This is an optimization exercise on Yosys and OpenROAD, whose aim is small area and a short achievable clock period, not a production implementation.
No run shown here included a check of the RTL's function; only the layout flow was run.
Power and IR drop assume default switching activity.

**design/flow/design.v**
```verilog
module pixel_compositor #(
  parameter int          N_SPRITES  = 4,
  parameter int          TILE_SHIFT = 4,
  parameter int          TILE_ROWS  = 30,
  parameter int          TILE_COLS  = 40,
  parameter logic [23:0] TILE_RGB   = 24'h555500
) (
  input  logic                            Clk,
  input  logic                            Reset,
  input  logic                            frame_start,
  input  logic                            pix_valid,
  input  logic [9:0]                      DrawX,
  input  logic [9:0]                      DrawY,
  input  logic [N_SPRITES-1:0]            spr_en,
  input  logic [10*N_SPRITES-1:0]         spr_x,
  input  logic [10*N_SPRITES-1:0]         spr_y,
  input  logic [10*N_SPRITES-1:0]         spr_w,
  input  logic [10*N_SPRITES-1:0]         spr_h,
  input  logic [24*N_SPRITES-1:0]         spr_rgb,
  input  logic                            tile_we,
  input  logic [$clog2(TILE_ROWS)-1:0]    tile_row,
  input  logic [$clog2(TILE_COLS)-1:0]    tile_col,
  input  logic                            tile_din,
  output logic                            out_valid,
  output logic [7:0]                      Red,
  output logic [7:0]                      Green,
  output logic [7:0]                      Blue,
  output logic [$clog2(N_SPRITES):0]      hit_idx
);
  localparam int RW = $clog2(TILE_ROWS);
  localparam int CW = $clog2(TILE_COLS);
  function automatic logic [10:0] addsub11(input logic [9:0] a, input logic [9:0] b,
                                           input logic sub);
    logic [10:0] x, y, g, p, gg, pp, c;
    x = {1'b0, a};
    y = sub ? {1'b1, ~b} : {1'b0, b};
    g = x & y;
    p = x ^ y;
    gg = g;
    pp = p;
    gg[0] = g[0] | (p[0] & sub);
    for (int d = 1; d < 11; d = d * 2) begin
      for (int i = 10; i >= d; i--) begin
        gg[i] = gg[i] | (pp[i] & gg[i-d]);
        pp[i] = pp[i] & pp[i-d];
      end
    end
    c = {gg[9:0], sub};
    addsub11 = p ^ c;
  endfunction
  function automatic logic ge10(input logic [9:0] a, input logic [9:0] b);
    logic [9:0] gt, eq;
    logic       r_gt, r_eq;
    gt = a & ~b;
    eq = ~(a ^ b);
    r_gt = 1'b0;
    r_eq = 1'b1;
    for (int i = 9; i >= 0; i--) begin
      r_gt = r_gt | (r_eq & gt[i]);
      r_eq = r_eq & eq[i];
    end
    ge10 = r_gt | r_eq;
  endfunction
  logic [N_SPRITES-1:0]    act_en_q;
  logic [10:0]             lox_q [N_SPRITES];
  logic [10:0]             hix_q [N_SPRITES];
  logic [10:0]             loy_q [N_SPRITES];
  logic [10:0]             hiy_q [N_SPRITES];
  logic [24*N_SPRITES-1:0] act_rgb_q;
  always_ff @(posedge Clk) begin
    if (Reset)            act_en_q <= '0;
    else if (frame_start) act_en_q <= spr_en;
    if (frame_start) act_rgb_q <= spr_rgb;
  end
  for (genvar i = 0; i < N_SPRITES; i++) begin : g_spr
    always_ff @(posedge Clk) begin
      if (frame_start) begin
        lox_q[i] <= addsub11(spr_x[10*i +: 10], spr_w[10*i +: 10], 1'b1);
        hix_q[i] <= addsub11(spr_x[10*i +: 10], spr_w[10*i +: 10], 1'b0);
        loy_q[i] <= addsub11(spr_y[10*i +: 10], spr_h[10*i +: 10], 1'b1);
        hiy_q[i] <= addsub11(spr_y[10*i +: 10], spr_h[10*i +: 10], 1'b0);
      end
    end
  end
  logic [TILE_COLS-1:0] tile_q [TILE_ROWS];
  logic [TILE_ROWS-1:0] row_sel;
  logic [TILE_COLS-1:0] col_sel;
  logic                 wdat;
  always_comb begin
    for (int r = 0; r < TILE_ROWS; r++) row_sel[r] = Reset || (tile_we && (tile_row == RW'(r)));
    for (int c = 0; c < TILE_COLS; c++) col_sel[c] = Reset || (tile_col == CW'(c));
    wdat = tile_din && !Reset;
  end
  for (genvar r = 0; r < TILE_ROWS; r++) begin : g_row
    for (genvar c = 0; c < TILE_COLS; c++) begin : g_col
      always_ff @(posedge Clk) begin
        if (row_sel[r] && col_sel[c]) tile_q[r][c] <= wdat;
      end
    end
  end
  logic [N_SPRITES-1:0] hit, first;
  logic                 any_hit, prior;
  logic [1:0]           idx_d;
  logic [23:0]          rgb_d;
  logic [TILE_ROWS-1:0] rsel;
  logic [TILE_COLS-1:0] csel;
  logic [TILE_COLS-1:0] row_bits;
  logic                 tile_d;
  always_comb begin
    for (int i = 0; i < N_SPRITES; i++) begin
      hit[i] = act_en_q[i] &&
               (lox_q[i][10] || ge10(DrawX, lox_q[i][9:0])) &&
               (hix_q[i][10] || ge10(hix_q[i][9:0], DrawX)) &&
               (loy_q[i][10] || ge10(DrawY, loy_q[i][9:0])) &&
               (hiy_q[i][10] || ge10(hiy_q[i][9:0], DrawY));
    end
    any_hit = |hit;
    idx_d = hit[0] ? 2'd0 : hit[1] ? 2'd1 : hit[2] ? 2'd2 : 2'd3;
    prior = 1'b0;
    for (int i = 0; i < N_SPRITES; i++) begin
      first[i] = hit[i] & ~prior;
      prior    = prior | hit[i];
    end
    rgb_d = '0;
    for (int i = 0; i < N_SPRITES; i++) rgb_d = rgb_d | (act_rgb_q[24*i +: 24] & {24{first[i]}});
    for (int r = 0; r < TILE_ROWS; r++) rsel[r] = (DrawY[9:4] == 6'(r));
    for (int c = 0; c < TILE_COLS; c++) csel[c] = (DrawX[9:4] == 6'(c));
    row_bits = '0;
    for (int r = 0; r < TILE_ROWS; r++) row_bits = row_bits | (tile_q[r] & {TILE_COLS{rsel[r]}});
    tile_d = |(row_bits & csel);
  end
  logic        v1_q, hit1_q, tile1_q;
  logic [1:0]  idx1_q;
  logic [23:0] rgb1_q;
  logic [6:0]  bx1_q;
  always_ff @(posedge Clk) begin
    v1_q    <= pix_valid & ~Reset;
    hit1_q  <= any_hit;
    idx1_q  <= idx_d;
    rgb1_q  <= rgb_d;
    tile1_q <= tile_d;
    bx1_q   <= DrawX[9:3];
  end
  logic        v2_q, hit2_q, tile2_q;
  logic [1:0]  idx2_q;
  logic [23:0] rgb2_q;
  logic [6:0]  bx2_q;
  always_ff @(posedge Clk) begin
    v2_q    <= v1_q & ~Reset;
    hit2_q  <= hit1_q;
    idx2_q  <= idx1_q;
    rgb2_q  <= rgb1_q;
    tile2_q <= tile1_q;
    bx2_q   <= bx1_q;
  end
  logic        v3_q;
  logic [2:0]  idx3_q;
  logic [23:0] rgb3_q;
  always_ff @(posedge Clk) begin
    if (Reset || !v2_q) begin
      v3_q   <= 1'b0;
      idx3_q <= 3'd4;
      rgb3_q <= 24'h000000;
    end else begin
      v3_q   <= 1'b1;
      idx3_q <= hit2_q ? {1'b0, idx2_q} : 3'd4;
      rgb3_q <= hit2_q ? rgb2_q : tile2_q ? TILE_RGB : {16'h0000, 1'b0, ~bx2_q};
    end
  end
  assign out_valid = v3_q;
  assign Red       = rgb3_q[23:16];
  assign Green     = rgb3_q[15:8];
  assign Blue      = rgb3_q[7:0];
  assign hit_idx   = idx3_q;
endmodule
```
**design/flow/run.sh**
```bash
#!/bin/bash
# synth_recipe.tcl (not shown) runs the flow's synth.tcl, then flattens the netlist and writes it again
# the make line also repeats each setting of config.mk as NAME=value (left out here)
make -C /OpenROAD-flow-scripts/flow DESIGN_CONFIG=/design/flow/config.mk WORK_HOME=/design/flow/orfs CLKGATE_MAP_FILE= SYNTH_SCRIPT=/design/flow/synth_recipe.tcl finish
```
**design/flow/config.mk**
```make
export PLATFORM = sky130hd
export DESIGN_NAME = pixel_compositor
export DESIGN_NICKNAME = pixel_compositor
export VERILOG_FILES = /design/flow/design.v
export SDC_FILE = /design/flow/constraint.sdc
export NUM_CORES = 4
export LEC_CHECK = 0
export CAP_MARGIN = 20
export CORE_MARGIN = 2
export CORE_UTILIZATION = 40
export SLEW_MARGIN = 20
```
**design/flow/constraint.sdc**
```tcl
create_clock -name core_clock -period 10.0 [get_ports {Clk}]
set_input_delay 2.0000 -clock core_clock [delete_from_list [all_inputs] [get_ports {Clk}]]
set_output_delay 2.0000 -clock core_clock [all_outputs]
set_load 0.01 [all_outputs]
```
==> flow_metrics.py, run 1 <==
metrics = {
    "clocking": {
        "clk_pin_slew_ps": 60,
        "cts_tree": "done",
        "root_buffer": "clkbuf_16",
        "htreeDepth": 4,
        "cts-resized-gates": 0,
        "clock_latency_ps": 810,
        "cts_hold_buf": 0,
        "cts_buffers": 164,
        "post_cts_buffers": 0,
        "clk_path_buf_depth": 3,
        "cts_sinks": 1568,
    },
    "place": {
        "dp_hpwl_mm": 134.1,
        "placed_cell_area_um2": 76840,
        "port_buffers": 324,
        "place_congestion": 0.8773,
        "pre_cts_ws_ps": 3237,
    },
    "die": {
        "start_util": 0.4032,
        "ioPinCount": 325,
        "num_rows": 153,
        "core-area_um2": 174200,
        "die_h_um": 423.0,
        "dieArea_um2": 179000,
        "die_w_um": 423.0,
    },
    "route": {
        "ant_nets": 0,
        "avgRoutedWirePerCell_um": 27.90,
        "initialDrtViolationCount": 7595,
        "drtPass1Iterations": 6,
        "num_vias": 50000,
        "routed_via_density": 5.904,
        "wirelength_mm": 236.3,
        "drc": 0,
    },
    "sta": {
        "fin_hold_ws_ps": 321.1,
        "skew_ps": 22.70,
        "hold_viol_final": 0,
        "fmaxAchievable_mhz": 164.5,
        "fin_crit_sh": 0.6079,
        "rsz0062_at_grt": "no",
        "worstMarginPinSlew_ps": 1314,
        "fin_ws_ps": 3921,
        "tns_ps": 0,
        "slew_headroom": 0.1243,
        "drv_slew": 0,
        "setup_viol": 0,
        "layout_min_cycle_time_ps": 6079,
    },
    "yosys": {
        "synthTopCellsByArea": "edfxtp_1 (63%), nor2_1 (7.4%), ha_1 (5.7%), a22oi_1 (4.4%), dfxtp_1 (3.0%)",
        "netlist.area_leader.share": 0.6259,
        "syn_inst": 5754,
        "yosysTopAreaCell": "edfxtp_1",
        "syn_area_um2": 70240,
        "synth.most_common_cell": "edfxtp_1",
        "syn_area_per_cell_um2": 12.21,
        "yosys_warnings": 6,
        "ys_seq_area_frac": 0.6555,
        "synth_fp_nets": 6387,
        "synth_edf_count": 1464,
        "synth_ff_type": "edfxtp_1",
        "synthTopCellsByCount": "edfxtp_1 (1464), nor2_1 (1389), a22oi_1 (412)",
        "yosysUniqueCellTypes": 71,
        "async_reset_ff_frac": 0,
        "ys_ff_latch": 1568,
    },
    "setup_path": {
        "endpoint_kind": "flop",
        "start_kind": "primary input",
        "cp.arrival_ps": 6790,
        "path_max_fanout": 23,
        "worstPathRequired_ps": 10710,
        "crit_type": "in -> reg",
    },
    "grt": {
        "antenna_found_initial": 21,
        "grt_max_degree": 278,
        "grt_pass1_vias": 48390,
        "track_usage": 0.2573,
        "overflow": 0,
        "grt_pass1_wl_mm": 335.3,
    },
    "finish": {
        "layout.nets": 6632,
        "final_util": 0.4711,
        "nFillCells": 15680,
        "synthToLayoutAreaGrowth_pct": 16.84,
        "drive_above_1_share": 0.08268,
        "fin_area_um2": 82070,
    },
    "outcome": {
        "status": "timing/DRC/antenna clean",
    },
    "hold_path": {
        "hold_class": "reg -> reg",
    },
    "power": {
        "powerDensity_nw_per_um2": 189.4,
        "leakage_nw": 29.48,
        "peakVddDrop_v": 0.0001877,
    },
    "job": {
        "cap_violations": 0,
    },
}
## cell type report
| type | instances | area, um2 | area share |
|---|---|---|---|
| sequential | 1568 | 46040 | 0.5610 |
| multi-input combinational | 3449 | 22130 | 0.2696 |
| timing repair buffer | 487 | 4531 | 0.05520 |
| clock buffer | 215 | 4506 | 0.05490 |
| tap | 2325 | 2909 | 0.03545 |
| inverter | 329 | 1235 | 0.01505 |
| clock inverter | 84 | 688.2 | 0.008385 |
| antenna | 12 | 30.03 | 0.0003659 |
## through the flow
stage                     cells  total power, mW
final                      8469            15.55
after global placement     8158            9.620
after global routing       8464            16.01
after detailed placement   8158            9.671
after CTS                  8457            15.58
after floorplan            5754            8.960
## state kept, by name, summed over array words and instances, names as in the netlist
signal / flops
tile_q: 1200
act_rgb_q: 96
hix_q: 44
hiy_q: 43
loy_q: 41
lox_q: 40
rgb1_q: 24
rgb2_q: 24
rgb3_q: 24
bx1_q: 7
bx2_q: 7
act_en_q: 4
idx3_q: 3
idx1_q: 2
idx2_q: 2
hit1_q: 1
hit2_q: 1
tile1_q: 1
tile2_q: 1
v1_q: 1
v2_q: 1
v3_q: 1
## report_power, final
group	switching (mW)	total, mW	internal, mW
clock	2.59	5.99	3.41
sequential	0.168	7.96	7.80
combinational	1.05	1.59	0.544
## worst max-delay path, cell delays in order
cell             delay [ps]
clkdlybuf4s50_1         820
or4b_2                  970
nor2_4                  600
buf_4                   630
a22oi_1                 140
nand4_1                 130
nor3_1                   60
a31oi_1                 450
a2111oi_0               230
buf_4                   200
a41o_1                  270
a221oi_1                250
## metal layers
| metal | vias up | global-route usage | wire length, um |
|---|---|---|---|
| met4 | 14 | 0.1018 | 9294 |
| met5 | - | 0 | 95 |
| met2 | 2894 | 0.4249 | 113700 |
| li1 | 21510 | - | - |
| met1 | 25070 | 0.3374 | 89440 |
| met3 | 516 | 0.04339 | 23720 |
## layout by cell type, fill, tap and decap left out, types with 30 or more instances in the layout
cell type,count
a21oi_1,120
o21ai_0,85
a21oi_2,31
buf_4,157
nor3_1,61
clkbuf_1,39
nor2_1,1365
and3_1,105
o21a_1,37
nor2_4,30
o21bai_1,49
xnor2_1,56
clkbuf_16,172
edfxtp_1,1464
inv_1,328
a22oi_1,412
ha_1,320
clkdlybuf4s50_1,322
a21oi_4,35
dfxtp_1,104
nand4_1,78
nand2_1,93
a22o_1,68
clkinv_1,37
nand3_1,58
a221oi_1,107
## logic make-up after synthesis
logic type,share of synthesized area
DFF,0.6555
and+or+nand+nor,0.1170
buffers and inverters,0.04095
muxes,0.001710
adders and majority gates,0.06156
AOI/OAI and AO/OA,0.1142
xor gates and xnor gates,0.008978
## worst paths after layout
path	depth (start not counted)	slack, ps	endpoint	start
worst max-delay path	12	3920	tile1_q	DrawY[8]
worst min-delay path	0	320	rgb2_q[21]	rgb1_q[21]
worst max register to register	13	6230	rgb1_q[1]	hiy_q[0][0]
worst min register to register	0	320	rgb2_q[21]	rgb1_q[21]
==> inputs of run 2 (changes only) <==
--- a/design/flow/config.mk
+++ b/design/flow/config.mk
@@ -9,3 +9,4 @@
 export CORE_MARGIN = 2
 export CORE_UTILIZATION = 40
+export SETUP_SLACK_MARGIN = 5
 export SLEW_MARGIN = 20
==> flow_metrics.py, run 2 <==
metrics = {
    "outcome": {
        "status": "timing/DRC/antenna clean",
    },
    "die": {
        "die_w_um": 423.0,
        "ioPinCount": 325,
        "dieArea_um2": 179000,
        "start_util": 0.4032,
        "num_rows": 153,
        "die_h_um": 423.0,
        "core-area_um2": 174200,
    },
    "sta": {
        "slew_headroom": 0.1496,
        "setup_viol": 0,
        "hold_viol_final": 0,
        "worstMarginPinSlew_ps": 1276,
        "drv_slew": 0,
        "skew_ps": 21.32,
        "fmaxAchievable_mhz": 199.2,
        "layout_min_cycle_time_ps": 5021,
        "fin_crit_sh": 0.5021,
        "rsz0062_at_grt": "yes",
    },
    "yosys": {
        "synth_compound_area_frac": 0.1142,
        "ys_seq_area_frac": 0.6555,
        "synthTopCellsByArea": "edfxtp_1 (63%), nor2_1 (7.4%), ha_1 (5.7%), a22oi_1 (4.4%), dfxtp_1 (3.0%)",
        "async_reset_ff_frac": 0,
        "syn_area_per_cell_um2": 12.21,
        "yosysUniqueCellTypes": 71,
        "synthXorXnorAreaFrac": 0.008978,
        "synth_top_family_by_area": "simple AND/OR/NAND/NOR gates",
        "synth_fp_nets": 6387,
        "netlist.area_leader.share": 0.6259,
        "syn_area_um2": 70240,
        "syn_inst": 5754,
        "yosysTopAreaCell": "edfxtp_1",
        "yosys_warnings": 6,
        "muxShareOfSynthArea": 0.001710,
        "synth_edf_count": 1464,
        "ys_ff_latch": 1568,
        "yosys.area_share.simple": 0.1170,
        "synth_ff_type": "edfxtp_1",
        "synthAdderAreaFrac": 0.06156,
        "synthTopCellsByCount": "edfxtp_1 (1464), nor2_1 (1389), a22oi_1 (412)",
        "synth.most_common_cell": "edfxtp_1",
    },
    "clocking": {
        "clk_pin_slew_ps": 60,
        "cts_sinks": 1568,
        "htreeDepth": 4,
        "cts_buffers": 164,
        "clock_latency_ps": 800,
        "root_buffer": "clkbuf_16",
        "cts_tree": "done",
        "clk_path_buf_depth": 3,
    },
    "grt": {
        "grt_pass1_wl_mm": 338.1,
        "antenna_found_initial": 20,
        "grt_max_degree": 278,
        "grt_pass1_vias": 48620,
        "overflow": 0,
        "track_usage": 0.2598,
    },
    "route": {
        "initialDrtViolationCount": 7402,
        "drc": 0,
        "avgRoutedWirePerCell_um": 28.11,
        "ant_nets": 0,
        "num_vias": 50480,
        "routed_via_density": 5.933,
        "drtPass1Iterations": 6,
        "wirelength_mm": 239.2,
    },
    "finish": {
        "fin_area_um2": 82790,
        "layout.nets": 6673,
        "reg_top3": "tile_q x1200, act_rgb_q x96, hix_q x44",
        "layout_common_cells": "edfxtp_1 (1464), nor2_1 (1364), a22oi_1 (412), inv_1 (328), ha_1 (320)",
        "nFillCells": 15620,
        "synthToLayoutAreaGrowth_pct": 17.87,
        "final_util": 0.4753,
        "largest-register": "tile_q",
        "largest_reg_flops": 1200,
        "drive_above_1_share": 0.09331,
        "mostFrequentLayoutCell": "edfxtp_1",
    },
    "setup_path": {
        "crit_type": "in -> reg",
        "reg2reg_to": "rgb1_q[1]",
        "slowest_stage": "a2111oi_1",
        "r2r_slack_ps": 6710,
        "cp.arrival_ps": 5700,
        "start_kind": "primary input",
        "cp.depth": 14,
        "critPathMaxStageDelay_ps": 670,
        "critical_path.startpoint": "DrawY[9]",
        "endpoint_kind": "flop",
        "path_max_fanout": 19,
        "path_delay_family": "compound AO/OA/AOI/OAI gates",
        "rr_worst_depth": 12,
        "path_cells": "clkdlybuf4s50_1 -> buf_6 -> nand4bb_2 -> nor2_4 -> buf_12 -> buf_4 -> a22oi_1 -> nand2_1 -> a221oi_1 -> nand4_1 -> a2111oi_1 -> buf_4 -> a41o_1 -> a221oi_1",
        "r2r-start": "hiy_q[3][0]",
        "worstPathRequired_ps": 10680,
        "endpoint": "tile1_q",
        "worst-path-buf-inv": 5,
    },
    "power": {
        "finalPower_mw": 15.58,
        "p_int_mw": 11.76,
        "pwr-share-clk": 0.385,
        "power_frac_comb": 0.104,
        "peakVddDrop_v": 0.0001876,
        "powerDensity_nw_per_um2": 188.2,
        "swShare": 0.2454,
        "p_switching_mw": 3.823,
        "leakage_nw": 29.80,
        "pwr-share-seq": 0.511,
    },
    "place": {
        "port_buffers": 324,
        "place_congestion": 0.8773,
        "dp_hpwl_mm": 134.1,
        "placed_cell_area_um2": 76840,
    },
    "hold_path": {
        "hold_class": "reg -> reg",
    },
    "job": {
        "cap_violations": 0,
    },
}
[run 2: worst min-delay path by stage]
stage,cells past startpoint,to,startpoint
after floorplan,0,bx2_q[0],bx1_q[0]
after CTS,0,rgb2_q[21],rgb1_q[21]
after detailed placement,0,bx2_q[5],bx1_q[5]
after global placement,0,rgb2_q[13],rgb1_q[13]
after global routing,0,rgb2_q[0],rgb1_q[0]
final,0,bx2_q[1],bx1_q[1]
[run 2: cell families after synthesis]
logic type	Yosys count
DFF	1568
buffers and inverters	737
muxes	12
xor gates and xnor gates	72
and+or+nand+nor	1914
adders and majority gates	336
AOI/OAI and AO/OA	1115
[run 2: layer usage]
metal,vias to the layer above,wire (um),track usage
li1,21580,-,-
met1,25320,90160,0.3409
met2,3009,113700,0.4270
met3,554,25280,0.04705
met4,14,9951,0.1018
met5,-,93,0
[run 2: cell type report]
type | count | area (um2) | share of cell area
inverters | 329 | 1237 | 0.01495
clock buffers | 215 | 4506 | 0.05442
multi-input cells | 3449 | 22360 | 0.2701
clock inverters | 84 | 688.2 | 0.008312
diodes | 10 | 25.02 | 0.0003023
flip-flops and latches | 1568 | 46040 | 0.5562
repair buffers | 528 | 5022 | 0.06066
well taps | 2325 | 2909 | 0.03514
[run 2: what timing repair did]
item                       4_1_cts  5_1_grt
hold buffers                     0        0
setup endpoints to repair       26       25
pin swaps                       15        2
resized for setup               47       31
setup buffers                   37        2
gates cloned                     0        1
[run 2: power by group through the flow]
stage	logic, mW	registers (mW)	clock network (mW)
3_3_place_gp	1.54	8.08	0
2_1_floorplan	0.904	8.06	0
4_1_cts	1.60	7.96	6.03
3_5_place_dp	1.58	8.10	0
6_report	1.62	7.96	6.00
5_1_grt	1.77	8.00	6.28
[run 2: stage by stage]
stage / worst slack (ps) / cells / hold slack, ps / TNS, ps
detailed placement: 3237 / 8158 / 312.1 / 0
finish: 4979 / 8508 / 321.4 / 0
CTS: 4988 / 8494 / 323.4 / 0
global placement: 3233 / 8158 / 310.7 / 0
floorplan: -3948 / 5754 / 309.6 / -4738110
global route: 4992 / 8505 / 328.5 / 0

-- what the ideal ports hide --
The flow's constraints put no driver on any port. The routed layouts listed below were extracted and timed again, unchanged, in two steps.
Step 1 assumes that a clkbuf_16 drives the clock port and a buf_2 every other input.
Step 2 also shifts input and output timing later by t, the mid clock arrival at the registers, as if the neighbouring blocks saw the same clock.
a / b / c = ideal ports / drivers / drivers and shift; a / b = the first two.
| run | t (ns) | slack for setup (ns) | worst setup path at the end | clock arrival spread, ns |
|---|---|---|---|---|
| run 1 | 0.882 | 3.921 / 3.910 / 3.028 | input to register | 0.034 / 0.034 |
| run 2 | 0.885 | 4.979 / 4.980 / 4.095 | input to register | 0.039 / 0.038 |
After both steps every run listed still meets setup and hold. For run 1, which loses most, drivers alone change the setup slack by -0.011 ns; drivers and shift together by -0.893 ns.
